Background: an optimization exercise with open tools, aiming at small area, a short achievable clock period and few clock cycles per item. Do not read the settings as production practice.
Function was checked by simulation only, so behaviour that the tests miss may differ from the original.

Design idct_top, start of the top module:
module idct_top #(
	parameter int ROW_PITCH = 320
) (
	input logic Clock,
	input logic Resetn,
	input logic start,
	input logic [17:0] in_base,
	input logic [17:0] out_base,
	input logic [15:0] sram_read_data,
	output logic [17:0] sram_address,
	output logic [15:0] sram_write_data,
	output logic sram_we_n,
	output logic busy,
	output logic finish
);
For scale: about 10000 cells after synthesis, about 3300 flip-flops, about 92 I/O pins, about 120000 sq um of cells after synthesis.
clock: 10.0 ns
lec_check: 0
cap_margin: 20
core_margin: 2
core_utilization: 40
place_density: 0.6
setup_slack_margin: 5
slew_margin: 20
synth_memory_max_bits: 8192
standard.sh (not shown) runs the stock make flow with config.mk's settings and CLKGATE_MAP_FILE= SYNTH_SCRIPT=/design/flow/synth_recipe.tcl, a recipe that flattens the netlist after the stock synthesis.
==> flow/flow/run.sh <==
#!/bin/bash
# Standard layout, with timing repair aimed at a tighter period than the
# clock's (the constraints are unchanged), and a clock tree of larger sink
# clusters driven by smaller buffers, without dummy loads.
set -euo pipefail
bash standard.sh SETUP_SLACK_MARGIN=6.0 \
  "CTS_ARGS=-sink_clustering_enable -repair_clock_nets -dont_use_dummy_load -sink_clustering_size 30 -sink_clustering_max_diameter 100 -buf_list sky130_fd_sc_hd__clkbuf_16" \
  finish > orfs_flow.log 2>&1
The first run produced a clean layout.
Testbench counts at the start, summed over its fixed seeds: cycles 7,112, blocks 64.
Rerun with:
==> flow/flow/run.sh (replaced) <==
#!/bin/bash
# Standard layout, with timing repair aimed at a tighter period than the
# clock's (the constraints are unchanged), and a clock tree of larger sink
# clusters driven by smaller buffers, without dummy loads.
set -euo pipefail
bash standard.sh SETUP_SLACK_MARGIN=6.0 \
  "CTS_ARGS=-sink_clustering_enable -repair_clock_nets -dont_use_dummy_load -sink_clustering_size 16 -sink_clustering_max_diameter 60 -buf_list sky130_fd_sc_hd__clkbuf_8" \
  finish > orfs_flow.log 2>&1
--- a/flow/config.mk
+++ b/flow/config.mk
@@ -8,6 +8,6 @@
 export CAP_MARGIN = 20
 export CORE_MARGIN = 2
-export CORE_UTILIZATION = 40
-export PLACE_DENSITY = 0.6
+export CORE_UTILIZATION = 55
+export PLACE_DENSITY = 0.7
 export SETUP_SLACK_MARGIN = 5
 export SLEW_MARGIN = 20
Effect: The new run completed without violations; critical path depth fell by 12; non-clock buffer count stays the same; core utilization rose by 16 points; worst setup slack is about the same; worst hold slack gets worse by 0.0056 ns; routed wire length fell by 4.0%; design area fell by 1.0%; synthesized area stays the same.

========
== build 85 ==
Starting RTL as in the previous note.
export LEC_CHECK = 0
export CAP_MARGIN = 20
export CORE_MARGIN = 2
export CORE_UTILIZATION = 40
export PLACE_DENSITY = 0.6
export SETUP_SLACK_MARGIN = 5
export SLEW_MARGIN = 20
export SYNTH_MEMORY_MAX_BITS = 8192
create_clock -name core_clock -period 10.0 [get_ports {Clock}]
==> flow/flow/run.sh <==
#!/bin/bash
# Standard layout, with timing repair aimed at a tighter period than the
# clock's (the constraints are unchanged), and a clock tree of larger sink
# clusters driven by smaller buffers, without dummy loads.
set -euo pipefail
bash standard.sh SETUP_SLACK_MARGIN=6.0 \
  "CTS_ARGS=-sink_clustering_enable -repair_clock_nets -dont_use_dummy_load -sink_clustering_size 16 -sink_clustering_max_diameter 60 -buf_list sky130_fd_sc_hd__clkbuf_8" \
  finish > orfs_flow.log 2>&1
Testbench counts of build 85, summed over its fixed seeds: cycles 7,112, blocks 64.
Relative to build 85, the following input files were edited for build 19:
-- flow/flow/run.sh --
<<< build 85, line 7
  "CTS_ARGS=-sink_clustering_enable -repair_clock_nets -dont_use_dummy_load -sink_clustering_size 16 -sink_clustering_max_diameter 60 -buf_list sky130_fd_sc_hd__clkbuf_8" \
>>> build 19, line 7
  "CTS_ARGS=-sink_clustering_enable -repair_clock_nets -dont_use_dummy_load -sink_clustering_size 40 -buf_list {sky130_fd_sc_hd__clkbuf_4 sky130_fd_sc_hd__clkbuf_8}" \
Findings:
Diff build 19 and build 85: final area higher in build 19. Any difference in multi-input gate area in the final layout between build 85 and build 19 is small enough to ignore. The higher shortest clock period the worst path allows after layout of build 19 and build 85 is in build 19.
## Diff of input files: build 35 against build 19
-- flow/flow/run.sh --
<<< build 19, line 7
  "CTS_ARGS=-sink_clustering_enable -repair_clock_nets -dont_use_dummy_load -sink_clustering_size 40 -buf_list {sky130_fd_sc_hd__clkbuf_4 sky130_fd_sc_hd__clkbuf_8}" \
>>> build 35, line 7
  "CTS_ARGS=-sink_clustering_enable -repair_clock_nets -dont_use_dummy_load -sink_clustering_size 24 -buf_list sky130_fd_sc_hd__clkbuf_8" \
==> notes.md <==
- Area of the mapped netlist came out exactly the same in build 19 and build 35.
- Diff build 19 -> build 35: final worst slack lower; global-route usage shows no meaningful change; wire length the detailed router placed on met1 moved down; sequential share of layout area closely matched the old numbers.
- Between build 19 and build 35, the difference in wire length reported by the detailed router is negligible.

==> separate check: timing with driven ports <==
No port has a modelled driver above. Below, the same layouts with a new extraction and two added sets of constraints. Step 1, drivers: a clkbuf_16 drives Clock and a buf_2 each remaining input, both assumed. Step 2 times the ports against the registers' clock, not the clock port: input delays grow and output delays shrink by t, the midpoint of the rising clock arrivals with the driver on. Three values: ideal ports, drivers, drivers and shift; two values: the first two.
run	t (ns)	slack for setup (ns)	slew at the worst register clock pin (ns)	worst data-port slew with drivers (ns)	pins driven straight from the clock port
the first run of note 1	0.919	6.107 / 6.011 / 5.940	0.11 / 0.11	0.08	1
the second run of note 1	1.103	6.106 / 6.020 / 6.029	0.10 / 0.10	0.05	1
build 85	1.047	6.104 / 6.052 / 5.917	0.11 / 0.11	0.07	1
build 19	1.181	6.096 / 6.046 / 5.927	0.07 / 0.07	0.08	1
build 35	1.183	6.092 / 6.043 / 5.910	0.07 / 0.07	0.08	1
After both steps setup and hold are still met in every run listed. For build 85, which loses most, drivers alone change the setup slack by -0.052 ns; drivers and shift together by -0.187 ns.
